This design comes from an exercise in tuning for small area, a short achievable clock period and few clock cycles per item on the open sky130 flow, not from production work. Where RTL was checked, it was by simulation tests only, not by an equivalence proof against the original.

## comp_mult_top
module comp_mult_top
#(
    parameter logic [15:0] APB_BASE = '0   
) (
    input  logic        clk,
    input  logic        rst_n,
    input  logic [15:0] paddr,
    input  logic        pwrite,
    input  logic [15:0] pwdata,
    input  logic        psel,
    output logic        pready,
    output logic [15:0] prdata,
    output logic        pslverr,
    output logic        mem_ce,
    output logic        mem_we,
    output logic [15:0] mem_addr,
    output logic [7:0]  mem_wr_data,
    input  logic [7:0]  mem_rd_data
);
Settings: LEC_CHECK=0, ABC_AREA=1, CAP_MARGIN=20, CORE_MARGIN=2, CORE_UTILIZATION=40, CTS_BUF_LIST=sky130_fd_sc_hd__clkbuf_16, CTS_CLUSTER_DIAMETER=180, CTS_CLUSTER_SIZE=28, PLACE_DENSITY=0.7, SETUP_SLACK_MARGIN=4.0, SLEW_MARGIN=20; clock period 6.5 ns.
standard.sh (not shown) runs the stock make flow with config.mk's settings and CLKGATE_MAP_FILE= SYNTH_SCRIPT=/design/flow/synth_recipe.tcl, a recipe that flattens the netlist after the stock synthesis.
==> flow/flow/run.sh <==
#!/bin/bash
# standard layout, with plain buffers on the ports
set -euo pipefail
bash standard.sh BUFFER_PORTS_ARGS="-buffer_cell sky130_fd_sc_hd__buf_2" finish > standard.log 2>&1
The baseline finished with timing, DRC and antenna clean.
Change:
--- a/flow/design.v
+++ b/flow/design.v
@@ -71,22 +71,21 @@
         case (ofs)
             3'd0, 3'd1, 3'd2, 3'd3, 3'd4: acc_ok = pwrite;
             3'd5:                         acc_ok = 1'b1;
             3'd6:                         acc_ok = ~pwrite;
             default:                      acc_ok = 1'b0;
         endcase
     end
     assign wr_en = psel & pwrite & in_range & acc_ok;
     logic [15:0] wdat;
-    logic [7:0]  wd_next;
     logic        w_op1, w_op2, w_res, w_num, w_clr;
     always_ff @(posedge clk) begin
-        wdat    <= {pwdata[15:8], busy ? wd_next : pwdata[7:0]};
+        wdat    <= pwdata;
         w_op1   <= wr_en & (ofs == 3'd0);
         w_op2   <= wr_en & (ofs == 3'd1);
         w_res   <= wr_en & (ofs == 3'd2);
         w_clr   <= wr_en & (ofs == 3'd5) & ~pwdata[0];
     end
     always_ff @(posedge clk or negedge rst_n) begin
         if (!rst_n)
             w_num <= 1'b0;
         else
@@ -287,28 +286,29 @@
             p = pn;
         end
         sum = acc_in ^ p_ext ^ {g[15:0], 1'b0};
     end
     always_ff @(posedge clk) begin
         prod <= psum;
         acc <= sum;
         if (s[0] | s[6]) res <= acc;
     end
+    logic [7:0] wd_q;
     logic [7:0] res_top, acc_top;
     assign res_top = {6'd0, res[16], res[16]};
     assign acc_top = {6'd0, acc[16], acc[16]};
-    always_comb begin
+    always_ff @(posedge clk) begin
         if (lastf)
-            wd_next = ({8{s[0]}} & acc[7:0])
+            wd_q <= ({8{s[0]}} & acc[7:0])
                   | ({8{s[1]}} & res[15:8])
                   | ({8{s[2]}} & res_top)
                   | ({8{s[3]}} & sum[7:0])
                   | ({8{s[4]}} & acc[15:8])
                   | ({8{s[5]}} & acc_top);
         else
-            wd_next = ({8{s[3]}} & res[7:0])
+            wd_q <= ({8{s[3]}} & res[7:0])
                   | ({8{s[4] | s[7]}} & res[15:8])
                   | ({8{s[5] | s[8]}} & res_top)
                   | ({8{s[6]}} & acc[7:0]);
     end
-    assign mem_wr_data = wdat[7:0];
+    assign mem_wr_data = wd_q;
 endmodule
What happened:
- utilization drops by 0.72 points
- clock-buffer cell count went down by 6
- cell area falls by 2.1%
- final cell count drops by 2.1%
- sequential share of layout area increases by 2.4 points
- clock skew climbs by 26 ps
- area after synthesis went down by 1.0%
- synthesized cell count goes down by 2.4%
- worst hold slack improved by 15 ps
Testbench counts after the change, summed over its fixed seeds: cycles 22,492, items 2,070.
For the first run of this note, only the layout was checked, not whether the RTL still works.

* * *

The RTL this note starts from:
==> flow/design.v <==
`timescale 1ns/1ps
package cmul_types_pkg;
    localparam int ELEM_W    = 8;    
    localparam int RES_W     = 18;   
    localparam int RES_BYTES = 3;    
    localparam int ADDR_W    = 16;   
    localparam int REG_W     = 16;   
    typedef logic signed [ELEM_W-1:0] elem_t;       
    typedef logic signed [RES_W-1:0]  res_t;        
    typedef logic [ADDR_W-1:0]        addr_t;       
    typedef logic [REG_W-1:0]         reg_t;        
    typedef logic [2:0]               byte_cnt_t;   
endpackage
`timescale 1ns/1ps
package cmul_regmap_pkg;
    typedef enum logic [2:0] {
        OFS_OP1    = 3'd0,   
        OFS_OP2    = 3'd1,   
        OFS_RES    = 3'd2,   
        OFS_NUM_OP = 3'd3,   
        OFS_START  = 3'd4,   
        OFS_STATUS = 3'd5,   
        OFS_STATE  = 3'd6    
    } reg_offset_e;
    localparam int STS_DONE_BIT = 0;
    typedef enum logic [1:0] {
        ST_IDLE   = 2'd0,
        ST_RD_OPS = 2'd1,   
        ST_WORK   = 2'd2,   
        ST_WR_RES = 2'd3    
    } ctrl_state_e;
    localparam int OP_RD_BYTES  = 4;   
    localparam int RES_WR_BYTES = 6;   
    localparam int OP_STRIDE    = 2;   
    localparam int RES_STRIDE   = 6;   
endpackage
`timescale 1ns/1ps
module comp_mult_top
#(
    parameter logic [15:0] APB_BASE = '0   
) (
    input  logic        clk,
    input  logic        rst_n,
    input  logic [15:0] paddr,
    input  logic        pwrite,
    input  logic [15:0] pwdata,
    input  logic        psel,
    output logic        pready,
    output logic [15:0] prdata,
    output logic        pslverr,
    output logic        mem_ce,
    output logic        mem_we,
    output logic [15:0] mem_addr,
    output logic [7:0]  mem_wr_data,
    input  logic [7:0]  mem_rd_data
);
    logic [15:0] ofs_full;
    logic [2:0]  ofs;
    logic        in_range;
    logic        acc_ok;
    logic        wr_en;
    logic [15:0] num;        
    logic        num_nz;     
    logic        busy;       
    logic        done;
    logic        rd_q;       
    assign ofs_full = paddr - APB_BASE;
    assign in_range = (ofs_full[15:3] == 13'd0);
    assign ofs      = ofs_full[2:0];
    always_comb begin
        case (ofs)
            3'd0, 3'd1, 3'd2, 3'd3, 3'd4: acc_ok = pwrite;
            3'd5:                         acc_ok = 1'b1;
            3'd6:                         acc_ok = ~pwrite;
            default:                      acc_ok = 1'b0;
        endcase
    end
    assign wr_en = psel & pwrite & in_range & acc_ok;
    logic [15:0] wdat;
    logic        w_op1, w_op2, w_res, w_num, w_clr;
    always_ff @(posedge clk) begin
        wdat    <= pwdata;
        w_op1   <= wr_en & (ofs == 3'd0);
        w_op2   <= wr_en & (ofs == 3'd1);
        w_res   <= wr_en & (ofs == 3'd2);
        w_clr   <= wr_en & (ofs == 3'd5) & ~pwdata[0];
    end
    always_ff @(posedge clk or negedge rst_n) begin
        if (!rst_n)
            w_num <= 1'b0;
        else
            w_num <= wr_en & (ofs == 3'd3);
    end
    logic go;
    assign go     = wr_en & (ofs == 3'd4) & pwdata[0] & ~busy
                  & (w_num ? (wdat != 16'd0) : num_nz);
    assign pready = 1'b1;
    assign prdata = {15'd0, rd_q};
    always_ff @(posedge clk) begin
        rd_q <= ofs[1] ? busy : (done & ~w_clr);
    end
    logic [4:0]  jc;
    logic [9:0]  s;          
    logic        lastf;      
    logic        f0;         
    logic        fend;
    logic        fin;
    assign s[0] = ~jc[4] & ~jc[0];
    assign s[1] =  jc[0] & ~jc[1];
    assign s[2] =  jc[1] & ~jc[2];
    assign s[3] =  jc[2] & ~jc[3];
    assign s[4] =  jc[3] & ~jc[4];
    assign s[5] =  jc[4] &  jc[0];
    assign s[6] = ~jc[0] &  jc[1];
    assign s[7] = ~jc[1] &  jc[2];
    assign s[8] = ~jc[2] &  jc[3];
    assign s[9] = ~jc[3] &  jc[4];
    assign fend = lastf ? s[6] : s[9];
    assign fin  = busy & lastf & fend;
    logic       o_ce, o_we;
    logic       rd_n;
    logic [5:0] wb_n;
    logic       wr_n;
    assign rd_n = go | (busy & ~lastf & (s[0] | s[1] | s[2] | (s[9] & num_nz)));
    assign wb_n = {6{busy}} & (lastf ? s[5:0] : ({6{~f0}} & s[8:3]));
    assign wr_n = |wb_n;
    always_ff @(posedge clk or negedge rst_n) begin
        if (!rst_n) begin
            o_ce <= 1'b0;
            o_we <= 1'b0;
        end else begin
            o_ce <= rd_n | wr_n;
            o_we <= wr_n;
        end
    end
    assign mem_ce = o_ce;
    assign mem_we = o_we;
    logic [15:0] cur_ptr, nx1_ptr, nx2_ptr;
    logic [15:0] nxt;
    logic        rot;
    assign nxt = cur_ptr + {15'd0, o_ce};
    assign rot = busy & ~lastf & (s[1] | s[3] | (s[9] & num_nz));
    assign mem_addr = cur_ptr;
    always_ff @(posedge clk) begin
        if (w_op1)
            cur_ptr <= wdat;
        else if (busy)
            cur_ptr <= rot ? nx1_ptr : nxt;
        if (w_op2)
            nx1_ptr <= wdat;
        else if (rot)
            nx1_ptr <= nx2_ptr;
        if (w_res)
            nx2_ptr <= wdat;
        else if (rot)
            nx2_ptr <= nxt;
        if (w_num)
            num <= wdat;
        else if (busy & ~lastf & s[3])
            num <= num - 16'd1;
    end
    always_ff @(posedge clk) begin
        if (go) begin
            jc    <= 5'd0;
            f0    <= 1'b1;
            lastf <= 1'b0;
        end else if (f0 & s[3]) begin
            jc    <= 5'b11111;                                      
        end else if (fend) begin
            jc    <= 5'd0;
            f0    <= 1'b0;
            lastf <= ~num_nz;
        end else begin
            jc    <= {jc[3:0], ~jc[4]};
        end
    end
    always_ff @(posedge clk or negedge rst_n) begin
        if (!rst_n) begin
            num_nz  <= 1'b0;
            busy    <= 1'b0;
            done    <= 1'b0;
            pslverr <= 1'b0;
        end else begin
            pslverr <= psel & ~(in_range & acc_ok);
            if (w_num)
                num_nz <= (wdat != 16'd0);
            else if (busy & ~lastf & s[3])
                num_nz <= (num != 16'd1);                           
            if (go)
                busy <= 1'b1;
            else if (fin)
                busy <= 1'b0;
            if (fin)
                done <= 1'b1;
            else if (w_clr)
                done <= 1'b0;
        end
    end
    logic signed [7:0]  opa;    
    logic signed [7:0]  opb;    
    logic signed [7:0]  opc;    
    logic signed [7:0]  opd;    
    logic signed [11:0] prod;   
    logic               p_hi;   
    logic signed [16:0] acc;    
    logic signed [16:0] res;    
    always_ff @(posedge clk) begin
        if (s[1]) opa <= mem_rd_data;
        if (s[2]) opb <= mem_rd_data;
        if (s[3]) opc <= mem_rd_data;
        if (s[4] | (f0 & s[5])) opd <= mem_rd_data;
    end
    logic [7:0] mcand;
    logic [1:0] bneg, bone, btwo;
    logic       acc_en, acc_first;   
    logic       nx_d, nx_hi, nx_neg;
    logic [7:0] nx_src;
    logic [3:0] nx_nib;
    logic       nx_m1;
    logic [2:0] trip0, trip1;
    assign nx_d   = s[6] | s[7] | s[0] | s[1];
    assign nx_hi  = s[5] | s[7] | s[9] | s[1];
    assign nx_neg = s[0] | s[1];
    assign nx_src = (f0 & s[3]) ? mem_rd_data : (nx_d ? opd : opc);   
    assign nx_nib = nx_hi ? nx_src[7:4] : nx_src[3:0];
    assign nx_m1  = nx_hi & nx_src[3];
    assign trip0  = {nx_nib[1:0], nx_m1};
    assign trip1  = nx_nib[3:1];
    always_ff @(posedge clk) begin
        mcand     <= (s[4] | s[5] | s[0] | s[1] | (f0 & s[3])) ? opb : opa;
        bone[0]   <= trip0[1] ^ trip0[0];
        btwo[0]   <= (trip0[2] & ~trip0[1] & ~trip0[0]) | (~trip0[2] & trip0[1] & trip0[0]);
        bneg[0]   <= (trip0[2] & ~(trip0[1] & trip0[0])) ^ nx_neg;
        bone[1]   <= trip1[1] ^ trip1[0];
        btwo[1]   <= (trip1[2] & ~trip1[1] & ~trip1[0]) | (~trip1[2] & trip1[1] & trip1[0]);
        bneg[1]   <= (trip1[2] & ~(trip1[1] & trip1[0])) ^ nx_neg;
        p_hi      <= s[6] | s[8] | s[0] | s[2];
        acc_en    <= ~(s[3] | s[4]);                                
        acc_first <= s[5] | s[9];                                   
    end
    logic [8:0]  pm0, pm1, px0, px1;
    logic [11:0] row0, row1, row2;
    assign pm0  = bone[0] ? {mcand[7], mcand} : (btwo[0] ? {mcand, 1'b0} : 9'd0);
    assign pm1  = bone[1] ? {mcand[7], mcand} : (btwo[1] ? {mcand, 1'b0} : 9'd0);
    assign px0  = pm0 ^ {9{bneg[0]}};
    assign px1  = pm1 ^ {9{bneg[1]}};
    assign row0 = {{3{px0[8]}}, px0};
    assign row1 = {px1[8], px1, 1'b0, bneg[0]};
    assign row2 = {9'd0, bneg[1], 2'b00};
    logic signed [16:0] acc_in;
    logic signed [16:0] p_ext;
    logic signed [16:0] sum;
    assign acc_in = acc_first ? 17'sd0 : acc;
    assign p_ext  = p_hi ? {prod[11], prod, 4'd0} : {{5{prod[11]}}, prod};
    assign sum    = acc_in + p_ext;
    always_ff @(posedge clk) begin
        prod <= row0 + row1 + row2;
        if (acc_en)      acc <= sum;
        if (s[0] | s[6]) res <= acc;
    end
    logic [7:0] wd_q;
    logic [7:0] res_top, acc_top;
    assign res_top = {6'd0, res[16], res[16]};
    assign acc_top = {6'd0, acc[16], acc[16]};
    always_ff @(posedge clk) begin
        if (lastf)
            wd_q <= ({8{s[0]}} & acc[7:0])
                  | ({8{s[1]}} & res[15:8])
                  | ({8{s[2]}} & res_top)
                  | ({8{s[3]}} & sum[7:0])
                  | ({8{s[4]}} & acc[15:8])
                  | ({8{s[5]}} & acc_top);
        else
            wd_q <= ({8{s[3]}} & res[7:0])
                  | ({8{s[4] | s[7]}} & res[15:8])
                  | ({8{s[5] | s[8]}} & res_top)
                  | ({8{s[6]}} & acc[7:0]);
    end
    assign mem_wr_data = wd_q;
endmodule
clock: 6.5 ns
lec_check: 0
cap_margin: 20
core_margin: 2
core_utilization: 40
cts_buf_list: sky130_fd_sc_hd__clkbuf_16
cts_cluster_diameter: 150
cts_cluster_size: 24
setup_slack_margin: 4.15
slew_margin: 20
Scripts as last shown in full above: flow/flow/run.sh
Rerun with:
--- a/flow/design.v
+++ b/flow/design.v
@@ -58,11 +58,11 @@
     logic [2:0]  ofs;
     logic        in_range;
     logic        acc_ok;
     logic        wr_en;
     logic [15:0] num;        
-    logic        num_nz;     
+    logic        num_ok;     
     logic        busy;       
     logic        done;
     logic        rd_q;       
     assign ofs_full = paddr - APB_BASE;
     assign in_range = (ofs_full[15:3] == 13'd0);
@@ -89,13 +89,15 @@
         if (!rst_n)
             w_num <= 1'b0;
         else
             w_num <= wr_en & (ofs == 3'd3);
     end
+    logic num_nz;
     logic go;
+    assign num_nz = (num != 16'd0);
     assign go     = wr_en & (ofs == 3'd4) & pwdata[0] & ~busy
-                  & (w_num ? (wdat != 16'd0) : num_nz);
+                  & (w_num ? (wdat != 16'd0) : (num_ok & num_nz));
     assign pready = 1'b1;
     assign prdata = {15'd0, rd_q};
     always_ff @(posedge clk) begin
         rd_q <= ofs[1] ? busy : (done & ~w_clr);
     end
@@ -174,20 +176,18 @@
             jc    <= {jc[3:0], ~jc[4]};
         end
     end
     always_ff @(posedge clk or negedge rst_n) begin
         if (!rst_n) begin
-            num_nz  <= 1'b0;
+            num_ok  <= 1'b0;
             busy    <= 1'b0;
             done    <= 1'b0;
             pslverr <= 1'b0;
         end else begin
             pslverr <= psel & ~(in_range & acc_ok);
             if (w_num)
-                num_nz <= (wdat != 16'd0);
-            else if (busy & ~lastf & s[3])
-                num_nz <= (num != 16'd1);                           
+                num_ok <= 1'b1;
             if (go)
                 busy <= 1'b1;
             else if (fin)
                 busy <= 1'b0;
             if (fin)
@@ -200,21 +200,21 @@
     logic signed [7:0]  opb;    
     logic signed [7:0]  opc;    
     logic signed [7:0]  opd;    
     logic signed [11:0] prod;   
     logic               p_hi;   
-    logic signed [16:0] acc;    
-    logic signed [16:0] res;    
+    logic signed [16:0] xr;     
+    logic signed [16:0] yr;
     always_ff @(posedge clk) begin
         if (s[1]) opa <= mem_rd_data;
         if (s[2]) opb <= mem_rd_data;
         if (s[3]) opc <= mem_rd_data;
         if (s[4] | (f0 & s[5])) opd <= mem_rd_data;
     end
     logic [7:0] mcand;
     logic [1:0] bneg, bone, btwo;
-    logic       acc_en, acc_first;   
+    logic       acc_x, acc_y, acc_first;   
     logic       nx_d, nx_hi, nx_neg;
     logic [7:0] nx_src;
     logic [3:0] nx_nib;
     logic       nx_m1;
     logic [2:0] trip0, trip1;
@@ -233,11 +233,12 @@
         bneg[0]   <= (trip0[2] & ~(trip0[1] & trip0[0])) ^ nx_neg;
         bone[1]   <= trip1[1] ^ trip1[0];
         btwo[1]   <= (trip1[2] & ~trip1[1] & ~trip1[0]) | (~trip1[2] & trip1[1] & trip1[0]);
         bneg[1]   <= (trip1[2] & ~(trip1[1] & trip1[0])) ^ nx_neg;
         p_hi      <= s[6] | s[8] | s[0] | s[2];
-        acc_en    <= ~(s[3] | s[4]);                                
+        acc_y     <= s[5] | s[6] | s[7] | s[8];                     
+        acc_x     <= s[9] | s[0] | s[1] | s[2];                     
         acc_first <= s[5] | s[9];                                   
     end
     logic [8:0]  pm0, pm1, px0, px1;
     logic [11:0] row0, row1, row2;
     assign pm0  = bone[0] ? {mcand[7], mcand} : (btwo[0] ? {mcand, 1'b0} : 9'd0);
@@ -248,33 +249,24 @@
     assign row1 = {px1[8], px1, 1'b0, bneg[0]};
     assign row2 = {9'd0, bneg[1], 2'b00};
     logic signed [16:0] acc_in;
     logic signed [16:0] p_ext;
     logic signed [16:0] sum;
-    assign acc_in = acc_first ? 17'sd0 : acc;
+    assign acc_in = acc_first ? 17'sd0 : (acc_y ? yr : xr);
     assign p_ext  = p_hi ? {prod[11], prod, 4'd0} : {{5{prod[11]}}, prod};
     assign sum    = acc_in + p_ext;
     always_ff @(posedge clk) begin
         prod <= row0 + row1 + row2;
-        if (acc_en)      acc <= sum;
-        if (s[0] | s[6]) res <= acc;
+        if (acc_y) yr <= sum;
+        if (acc_x) xr <= sum;
     end
     logic [7:0] wd_q;
-    logic [7:0] res_top, acc_top;
-    assign res_top = {6'd0, res[16], res[16]};
-    assign acc_top = {6'd0, acc[16], acc[16]};
-    always_ff @(posedge clk) begin
-        if (lastf)
-            wd_q <= ({8{s[0]}} & acc[7:0])
-                  | ({8{s[1]}} & res[15:8])
-                  | ({8{s[2]}} & res_top)
-                  | ({8{s[3]}} & sum[7:0])
-                  | ({8{s[4]}} & acc[15:8])
-                  | ({8{s[5]}} & acc_top);
-        else
-            wd_q <= ({8{s[3]}} & res[7:0])
-                  | ({8{s[4] | s[7]}} & res[15:8])
-                  | ({8{s[5] | s[8]}} & res_top)
-                  | ({8{s[6]}} & acc[7:0]);
+    always_ff @(posedge clk) begin
+        wd_q <= ({8{wb_n[0]}} & yr[7:0])
+              | ({8{wb_n[1]}} & yr[15:8])
+              | ({8{wb_n[2]}} & {6'd0, yr[16], yr[16]})
+              | ({8{wb_n[3]}} & (lastf ? sum[7:0] : xr[7:0]))
+              | ({8{wb_n[4]}} & xr[15:8])
+              | ({8{wb_n[5]}} & {6'd0, xr[16], xr[16]});
     end
     assign mem_wr_data = wd_q;
 endmodule
=>
- setup slack degrades by 360 ps
- final area grows by 7.0%
- sequential cell count rose by 1
- area after synthesis increases by 1.2%
- synthesized cell count went up by 0.32%
Function was not checked in any run of this note: the RTL went through the layout flow alone.

-- afterwards: timing with drivers on the ports --
In the flow no input, the clock included, has a driving cell. The finished layouts below were timed again as built, in two steps. Step 1: set_driving_cell puts a clkbuf_16 on clk and a buf_2 on each other input, an assumption about the parent block. Step 2 moves the port delays by t, midway between the first and last clock arrival at a register: inputs arrive t later, outputs are due t later. That takes back most of the time a late clock gives input paths. Slacks: no drivers / after step 1 / after step 2; pairs: no drivers / after step 1.
run	t (ns)	setup WS [ns]	clock arrival spread, ns
the first run of note 1	0.479	4.114 / 4.067 / 3.774	0.007 / 0.008
the second run of note 1	0.502	4.077 / 4.032 / 3.764	0.033 / 0.033
the first run of note 2	0.506	3.935 / 3.935 / 3.576	0.018 / 0.018
the second run of note 2	0.515	3.574 / 3.574 / 3.574	0.023 / 0.024
After both steps setup and hold are still met in every run listed. For the first run of note 2, which loses most, drivers alone change the setup slack by 0.000 ns; drivers and shift together by -0.359 ns.
